This design comes from an exercise in tuning for small area, a short achievable clock period and few clock cycles per item on the open sky130 flow, not from production work.
RTL that was checked went through simulation tests only; none was proved equivalent to the original.
No activity file was given, so power comes from the tool's default toggle rates.

==> inputs of build 19 <==
## aluTop
module aluTop (
	input  logic        clk,
	input  logic        rstN,
	input  logic        start,
	input  logic [15:0] a,
	input  logic [15:0] b,
	input  logic [3:0]  op,
	output logic        done,
	output logic [31:0] result,
	output logic [1:0]  error
);
	logic [0:0] r0;
	logic [15:0] q0, b0;
	logic [2:0]  o0;
	logic        v0;
	logic [4:0] r1;
	logic [15:0] q1, b1;
	logic [2:0]  o1;
	logic        v1;
	logic [7:0] r2;
	logic [15:0] q2, b2;
	logic [2:0]  o2;
	logic        v2;
	logic [10:0] r3;
	logic [15:0] q3, b3;
	logic [2:0]  o3;
	logic        v3;
	logic [13:0] r4;
	logic [15:0] q4, b4;
	logic [2:0]  o4;
	logic        v4;
	logic [2:0] cls;
	assign cls[2] = (op == 4'h3) | (op == 4'h4);
	assign cls[1] = (op == 4'h2) | (op == 4'hB);
	assign cls[0] = (op == 4'h4) | (op == 4'hA) | (op == 4'hB);
	logic [15:0] nb;
	assign nb = ~b;
	wire n1 = a[15] & nb[0];
	wire n2 = a[15] ^ nb[0];
	wire n3 = n1 | n2;
	wire n4 = ~n2;
	wire n5 = (&nb[15:1]) & n3;
	wire n6 = n5 ? n4 : a[15];
	wire n7 = cls[2] ? n5 : a[15];
	always_ff @(posedge clk) begin
		v0 <= rstN & start;
		b0 <= nb;
		o0 <= cls;
		r0 <= {n6};
		q0 <= {n7, a[0], a[1], a[2], a[3], a[4], a[5], a[6], a[7], a[8], a[9], a[10], a[11], a[12], a[13], a[14]};
	end
	wire n8 = q0[0] & b0[0];
	wire n9 = r0[0] & b0[1];
	wire n10 = q0[0] ^ b0[0];
	wire n11 = r0[0] ^ b0[1];
	wire n12 = n8 | n10;
	wire n13 = n9 | (n11 & n12);
	wire n14 = ~n10;
	wire n15 = n11 ^ n12;
	wire n16 = (&b0[15:2]) & n13;
	wire n17 = n16 ? n14 : q0[0];
	wire n18 = n16 ? n15 : r0[0];
	wire n19 = q0[1] & b0[0];
	wire n20 = n17 & b0[1];
	wire n21 = n18 & b0[2];
  ...
export LEC_CHECK = 0
export CAP_MARGIN = 20
export CORE_MARGIN = 2
export CORE_UTILIZATION = 75
export SLEW_MARGIN = 20
export SYNTH_HIERARCHICAL = 1
export SYNTH_MINIMUM_KEEP_SIZE = 0
create_clock -name core_clock -period 28.0 [get_ports {clk}]
standard.sh (not shown) runs the stock make flow with config.mk's settings and CLKGATE_MAP_FILE= SYNTH_SCRIPT=/design/flow/synth_recipe.tcl, a recipe that flattens the netlist after the stock synthesis.
==> flow/flow/run.sh <==
#!/bin/bash
# Standard ORFS layout with these changes to how it is made (the clock period and
# the constraints are unchanged):
#  - the resizer's setup repair aims for a margin below the clock period;
#  - clock tree synthesis clusters more sinks per buffer and adds no dummy loads;
#  - the port buffers start as buf_2 (the resizer may still size them).
set -euo pipefail
export SETUP_SLACK_MARGIN=21.5
export CTS_ARGS="-sink_clustering_enable -repair_clock_nets -sink_clustering_size 30 -sink_clustering_max_diameter 80 -dont_use_dummy_load"
export BUFFER_PORTS_ARGS="-buffer_cell sky130_fd_sc_hd__buf_2"
bash standard.sh > standard_flow.log 2>&1
==> build 25: changes against build 19 <==
--- a/flow/design.v
+++ b/flow/design.v
@@ -12,12 +12,22 @@
 	input  logic x,
 	input  logic y,
 	output logic z
 );
 	assign z = ~(x | y);
 endmodule
+module boothSel (
+	input  logic one,
+	input  logic two,
+	input  logic neg,
+	input  logic nbj,
+	input  logic nbm,
+	output logic e
+);
+	assign e = ((one & ~nbj) | (two & ~nbm)) ^ neg;
+endmodule
 module halfAdd (
 	input  logic x,
 	input  logic y,
 	output logic s,
 	output logic c
 );
@@ -78,97 +88,97 @@
 	wire n8 = q0[0] & b0[0];
 	wire n9 = r0[0] & b0[1];
 	wire n10 = q0[0] ^ b0[0];
 	wire n11 = r0[0] ^ b0[1];
 	wire n12 = n8 | n10;
 	wire n13 = n9 | (n11 & n12);
-	wire n14 = ~n10;
-	wire n15 = n11 ^ n12;
-	wire n16 = (&b0[15:2]) & n13;
-	wire n17 = n16 ? n14 : q0[0];
-	wire n18 = n16 ? n15 : r0[0];
-	wire n19 = q0[1] & b0[0];
-	wire n20 = n17 & b0[1];
-	wire n21 = n18 & b0[2];
-	wire n22 = q0[1] ^ b0[0];
-	wire n23 = n17 ^ b0[1];
-	wire n24 = n18 ^ b0[2];
-	wire n25 = n19 | n22;
-	wire n26 = n20 | (n23 & n25);
-	wire n27 = n21 | (n24 & n20);
+	wire n14 = n11 & n10;
+	wire n15 = ~n10;
+	wire n16 = n11 ^ n12;
+	wire n17 = (&b0[15:2]) & n13;
+	wire n18 = n17 ? n15 : q0[0];
+	wire n19 = n17 ? n16 : r0[0];
+	wire n20 = q0[1] & b0[0];
+	wire n21 = n18 & b0[1];
+	wire n22 = n19 & b0[2];
+	wire n23 = q0[1] ^ b0[0];
+	wire n24 = n18 ^ b0[1];
+	wire n25 = n19 ^ b0[2];
+	wire n26 = n20 | n23;
+	wire n27 = n21 | (n24 & n26);
 	wire n28 = n24 & n23;
-	wire n29 = n27 | (n28 & n25);
-	wire n30 = ~n22;
-	wire n31 = n23 ^ n25;
+	wire n29 = n22 | (n25 & n27);
+	wire n30 = n25 & n28;
+	wire n31 = ~n23;
 	wire n32 = n24 ^ n26;
-	wire n33 = (&b0[15:3]) & n29;
-	wire n34 = n33 ? n30 : q0[1];
-	wire n35 = n33 ? n31 : n17;
-	wire n36 = n33 ? n32 : n18;
-	wire n37 = q0[2] & b0[0];
-	wire n38 = n34 & b0[1];
-	wire n39 = n35 & b0[2];
-	wire n40 = n36 & b0[3];
-	wire n41 = q0[2] ^ b0[0];
-	wire n42 = n34 ^ b0[1];
-	wire n43 = n35 ^ b0[2];
-	wire n44 = n36 ^ b0[3];
-	wire n45 = n37 | n41;
-	wire n46 = n38 | (n42 & n45);
-	wire n47 = n39 | (n43 & n38);
+	wire n33 = n25 ^ n27;
+	wire n34 = (&b0[15:3]) & n29;
+	wire n35 = n34 ? n31 : q0[1];
+	wire n36 = n34 ? n32 : n18;
+	wire n37 = n34 ? n33 : n19;
+	wire n38 = q0[2] & b0[0];
+	wire n39 = n35 & b0[1];
+	wire n40 = n36 & b0[2];
+	wire n41 = n37 & b0[3];
+	wire n42 = q0[2] ^ b0[0];
+	wire n43 = n35 ^ b0[1];
+	wire n44 = n36 ^ b0[2];
+	wire n45 = n37 ^ b0[3];
+	wire n46 = n38 | n42;
+	wire n47 = n39 | (n43 & n46);
 	wire n48 = n43 & n42;
-	wire n49 = n40 | (n44 & n39);
-	wire n50 = n44 & n43;
-	wire n51 = n47 | (n48 & n45);
-	wire n52 = n49 | (n50 & n46);
-	wire n53 = ~n41;
-	wire n54 = n42 ^ n45;
-	wire n55 = n43 ^ n46;
-	wire n56 = n44 ^ n51;
-	wire n57 = (&b0[15:4]) & n52;
-	wire n58 = n57 ? n53 : q0[2];
-	wire n59 = n57 ? n54 : n34;
-	wire n60 = n57 ? n55 : n35;
-	wire n61 = n57 ? n56 : n36;
-	wire n62 = q0[3] & b0[0];
-	wire n63 = n58 & b0[1];
-	wire n64 = n59 & b0[2];
-	wire n65 = n60 & b0[3];
-	wire n66 = n61 & b0[4];
-	wire n67 = q0[3] ^ b0[0];
-	wire n68 = n58 ^ b0[1];
-	wire n69 = n59 ^ b0[2];
-	wire n70 = n60 ^ b0[3];
-	wire n71 = n61 ^ b0[4];
-	wire n72 = n62 | n67;
-	wire n73 = n63 | (n68 & n72);
-	wire n74 = n64 | (n69 & n63);
-	wire n75 = n69 & n68;
-	wire n76 = n65 | (n70 & n64);
-	wire n77 = n70 & n69;
-	wire n78 = n66 | (n71 & n65);
-	wire n79 = n71 & n70;
-	wire n80 = n74 | (n75 & n72);
-	wire n81 = n76 | (n77 & n73);
-	wire n82 = n78 | (n79 & n74);
-	wire n83 = n79 & n75;
-	wire n84 = n82 | (n83 & n72);
-	wire n85 = ~n67;
-	wire n86 = n68 ^ n72;
-	wire n87 = n69 ^ n73;
-	wire n88 = n70 ^ n80;
-	wire n89 = n71 ^ n81;
-	wire n90 = (&b0[15:5]) & n84;
+	wire n49 = n41 | (n45 & n40);
+	wire n50 = n45 & n44;
+	wire n51 = n49 | (n50 & n47);
+	wire n52 = n50 & n48;
+	wire n53 = n40 | (n44 & n47);
+	wire n54 = n44 & n48;
+	wire n55 = ~n42;
+	wire n56 = n43 ^ n46;
+	wire n57 = n44 ^ n47;
+	wire n58 = n45 ^ n53;
+	wire n59 = (&b0[15:4]) & n51;
+	wire n60 = n59 ? n55 : q0[2];
+	wire n61 = n59 ? n56 : n35;
+	wire n62 = n59 ? n57 : n36;
+	wire n63 = n59 ? n58 : n37;
+	wire n64 = q0[3] & b0[0];
+	wire n65 = n60 & b0[1];
+	wire n66 = n61 & b0[2];
+	wire n67 = n62 & b0[3];
+	wire n68 = n63 & b0[4];
+	wire n69 = q0[3] ^ b0[0];
+	wire n70 = n60 ^ b0[1];
+	wire n71 = n61 ^ b0[2];
+	wire n72 = n62 ^ b0[3];
+	wire n73 = n63 ^ b0[4];
+	wire n74 = n64 | n69;
+	wire n75 = n65 | (n70 & n74);
+	wire n76 = n70 & n69;
+	wire n77 = n67 | (n72 & n66);
+	wire n78 = n72 & n71;
+	wire n79 = n77 | (n78 & n75);
+	wire n80 = n78 & n76;
+	wire n81 = n66 | (n71 & n75);
+	wire n82 = n71 & n76;
+	wire n83 = n68 | (n73 & n79);
+	wire n84 = n73 & n80;
+	wire n85 = ~n69;
+	wire n86 = n70 ^ n74;
+	wire n87 = n71 ^ n75;
+	wire n88 = n72 ^ n81;
+	wire n89 = n73 ^ n79;
+	wire n90 = (&b0[15:5]) & n83;
 	wire n91 = n90 ? n85 : q0[3];
-	wire n92 = n90 ? n86 : n58;
-	wire n93 = n90 ? n87 : n59;
-	wire n94 = n90 ? n88 : n60;
-	wire n95 = n90 ? n89 : n61;
-	wire n96 = o0[2] ? n16 : q0[0];
-	wire n97 = o0[2] ? n33 : q0[1];
-	wire n98 = o0[2] ? n57 : q0[2];
+	wire n92 = n90 ? n86 : n60;
+	wire n93 = n90 ? n87 : n61;
+	wire n94 = n90 ? n88 : n62;
+	wire n95 = n90 ? n89 : n63;
+	wire n96 = o0[2] ? n17 : q0[0];
+	wire n97 = o0[2] ? n34 : q0[1];
+	wire n98 = o0[2] ? n59 : q0[2];
 	wire n99 = o0[2] ? n90 : q0[3];
 	always_ff @(posedge clk) begin
 		v1 <= rstN & v0;
 		b1 <= b0;
 		o1 <= o0;
 		r1 <= {n95, n94, n93, n92, n91};
CORE_UTILIZATION = 65   (was 75)
==> notes <==
Build 25 produced a clean layout. Build 19 finished with timing, DRC and antenna clean.
Of build 19 and build 25, build 19 has the higher synthesized area (gap about 0.8%, measured against build 25).
Of build 19 and build 25, build 19 has the higher via count (gap about 3.7%, measured against build 25).
Between build 25 and build 19, the lower count of clock-buffer cells in the layout is in build 19 (gap 2).
Against build 19, the clock power of build 25 is higher by about 9%.
Of build 19 and build 25, build 19 has the higher sequential share of layout area (gap 0.24 points).
Hold slack: build 19 is better than build 25 (0.0071 ns).
==> figures <==
                                                           build 19      build 25
Overall power consumption                                   1.77 mW       1.72 mW
Non-clock buffer instance count of the final layout             135           147
Total power divided by cell area                       81.9 mW/mm^2  78.4 mW/mm^2
Final HPWL from detailed placement                          37.9 mm       37.1 mm
Detailed-route wire length per cell                    20.8 microns  19.7 microns
Power Combinational                                         1.15 mW       1.07 mW
Area overhead of the layout relative to synthesis             9.06%         11.1%
Fraction of area in non-clock buffers                         4.37%         4.70%
M1 GR Usage                                                   44.2%         41.9%
FP Rows                                                          59            63
Ratio of cells with drive above 1 in the final layout         13.6%         15.1%
Outcome                                    timing/DRC/antenna clean  timing/DRC/antenna clean
Placed instance area                                   0.0207 sq mm  0.0206 sq mm
Worst-Skew Late Latency                                     0.51 ns       0.52 ns
Testbench counts of build 19, summed over its fixed seeds: cycles 8,040, items 8,000.
Only the layout flow was run in build 25; the RTL was not checked for function there.

[port drivers added, routing unchanged]
No port has a modelled driver above. Below, the same layouts with a new extraction and two added sets of constraints.
Step 1, drivers: a clkbuf_16 drives clk and a buf_2 each remaining input, both assumed.
Step 2 moves the port delays by t, midway between the first and last clock arrival at a register: inputs arrive t later, outputs are due t later. That takes back most of the time a late clock gives input paths.
a / b / c = no drivers / after step 1 / after step 2; a / b = the first two.
run	shift t [ns]	setup WS [ns]	cell pins on the clock port's net
build 19	0.534	21.399 / 21.348 / 21.156	1
build 25	0.543	21.437 / 21.385 / 21.497	1
After both steps every run listed still meets setup and hold. For build 19, which loses most, drivers alone change the setup slack by -0.051 ns; drivers and shift together by -0.243 ns.
